Context: an optimization exercise on an open-source flow, tuned for small area, a short achievable clock period and few clock cycles per item. The choices shown serve that exercise and are no tape-out recipe. In this exercise RTL edits were held to simulation tests only and were not proved equivalent to the original. Power and IR drop assume default switching activity.

red:
## gcode_block_parser_top
module gcode_block_parser_top #(
	parameter int AXIS_WORD_CHARS = 15,
	parameter int INT_WORD_DIGITS = 4
) (
	input  logic        clk,
	input  logic        arst_n,
	input  logic        cfg_we,
	input  logic [7:0]  cfg_wdata,
	input  logic        char_valid,
	input  logic [7:0]  char_in,
	output logic        char_ready,
	output logic        block_valid,
	input  logic        block_ready,
	output logic [13:0] block_number,
	output logic [1:0]  code_letter,
	output logic [6:0]  code_number,
	output logic [13:0] feed_value,
	output logic [13:0] repeat_count,
	output logic [31:0] x_milli,
	output logic [31:0] y_milli,
	output logic [31:0] z_milli,
	output logic [31:0] a_milli
);
==> flow/config.mk <==
export PLATFORM = sky130hd
export DESIGN_NAME = gcode_block_parser_top
export DESIGN_NICKNAME = gcode_block_parser_top
export VERILOG_FILES = /design/flow/design.v
export SDC_FILE = /design/flow/constraint.sdc
export NUM_CORES = 4
export LEC_CHECK = 0
export ABC_AREA = 1
export CAP_MARGIN = 20
export CORE_MARGIN = 2
export CORE_UTILIZATION = 40
export SETUP_SLACK_MARGIN = 5
export SLEW_MARGIN = 20
==> flow/constraint.sdc <==
create_clock -name core_clock -period 8.0 [get_ports {clk}]
set_input_delay 1.6000 -clock core_clock [delete_from_list [all_inputs] [get_ports {clk}]]
set_output_delay 1.6000 -clock core_clock [all_outputs]
set_load 0.01 [all_outputs]
standard.sh (not shown) runs the stock make flow with config.mk's settings and CLKGATE_MAP_FILE= SYNTH_SCRIPT=/design/flow/synth_recipe.tcl, a recipe that flattens the netlist after the stock synthesis.
==> flow/flow/run.sh <==
#!/bin/bash
set -euo pipefail
bash standard.sh "BUFFER_PORTS_ARGS=-buffer_cell sky130_fd_sc_hd__buf_1" finish > flow_make.log 2>&1
red was carried through to the last stage, and its layout satisfied the timing, design-rule and antenna checks.
Testbench counts of red, summed over its fixed seeds: cycles 82,158, chars 82,147.
Setup changes, red to blue
- CTS_CLUSTER_DIAMETER newly set to 120
- SETUP_SLACK_MARGIN changed from 5 to 4.7
- CTS_BUF_LIST newly set to sky130_fd_sc_hd__clkbuf_16
- CTS_CLUSTER_SIZE newly set to 20
## What came out
Delta (blue minus red): global-route wire length before repair went down, cell-internal power went down, worst setup slack went up, final routed wire length divided by cell count went down. In the final design statistics, blue uses fewer standard cells in total than red.
The inputs of green differ from those of blue as listed below.
- CORE_UTILIZATION now 55, was 40
Results
End of the critical path: acc_q[21]$_DFFE_PP_ -> blue, acc_q[18]$_DFFE_PP_ -> green
green vs blue, most congested layer reported by global routing: met1 vs met2
Number of setup violations in the final report came out exactly the same in green and blue.
Number of global-route vias before repair down 388 in green wrt blue
The wire length reported by the detailed router in green was lower than what blue gave.
Comparing green and blue, the higher sequential cell area share was measured on green.
Summary of the comparison: clock share of power is lower in green, relative to blue.
diff inputs: green => orange
- removing CTS_BUF_LIST (formerly sky130_fd_sc_hd__clkbuf_16)
- removing CTS_CLUSTER_DIAMETER (formerly 120)
- removing CTS_CLUSTER_SIZE (formerly 20)
- changing CORE_UTILIZATION from 55 to 40
### Flow results
orange: all stages complete, timing, DRC and antenna checks passed. Summary of orange over green: number of placed instances, taps included up about 6%; fraction of power consumed by combinational cells down 3.7 points; met2 capacity usage during global routing down 8.5 points; routed wire length up about 5%; total power up 17%. Changes observed in orange relative to green: setup slack up 31 ps, HPWL after detailed placement saw an increase, via count shows no meaningful change, switching fraction of total power has decreased. orange vs green — power per cell area climbed by more than 10%.
Changes in purple relative to orange:
- setting CTS_CLUSTER_DIAMETER to 100 for the first time
- setting CTS_CLUSTER_SIZE to 14 for the first time
- setting CTS_BUF_LIST to sky130_fd_sc_hd__clkbuf_8 for the first time
orange -> purple: cell area decreased by a few percent
purple went all the way through synthesis, placement and routing and the layout is clean on timing, DRC and antenna.
Between purple and orange, the die area figures differ only marginally.
Diff orange -> purple: final instance count without filler cells lower, final setup violation count barely changed, worst voltage drop across the vdd grid went down about 37%.
In the metrics for orange and purple, the one carrying the lower number of buffers added for setup after CTS is purple.
Relative to orange, hold slack increased by 10 ps in purple.
Diff orange -> purple | achievable frequency | decrease of about 2.7%
Looking at layout filler cell count, purple sits 1.2% above orange.
Comparing orange with purple, the area after synthesis came out essentially unchanged.

[what the ideal ports hide]
The flow's constraints put no driver on any port. The routed layouts listed below were extracted and timed again, unchanged, in two steps.
Step 1 (the two cells are an assumption about what drives the block):
set clk [get_ports {clk}]
set_driving_cell -lib_cell sky130_fd_sc_hd__clkbuf_16 $clk
set_driving_cell -lib_cell sky130_fd_sc_hd__buf_2 [delete_from_list [all_inputs] $clk]
Step 2 moves the port delays by t, midway between the first and last clock arrival at a register: inputs arrive t later, outputs are due t later. That takes back most of the time a late clock gives input paths.
Three values: no drivers, after step 1, after step 2; two values: the first two.
run	t, ns	slack for setup (ns)	worst setup path at the end	clock arrival spread, ns	worst slew at a driven data input, ns
red	0.598	4.775 / 4.775 / 4.576	input to register	0.015 / 0.016	0.04
blue	0.553	4.834 / 4.834 / 4.485	input to register	0.039 / 0.038	0.03
green	0.546	4.833 / 4.833 / 4.508	input to register	0.019 / 0.019	0.03
orange	0.628	4.864 / 4.864 / 4.453	input to register	0.024 / 0.024	0.03
purple	0.628	4.777 / 4.777 / 4.470	input to register	0.027 / 0.028	0.03
After both steps every run listed still meets setup and hold. For orange, which loses most, drivers alone change the setup slack by 0.000 ns; drivers and shift together by -0.411 ns.
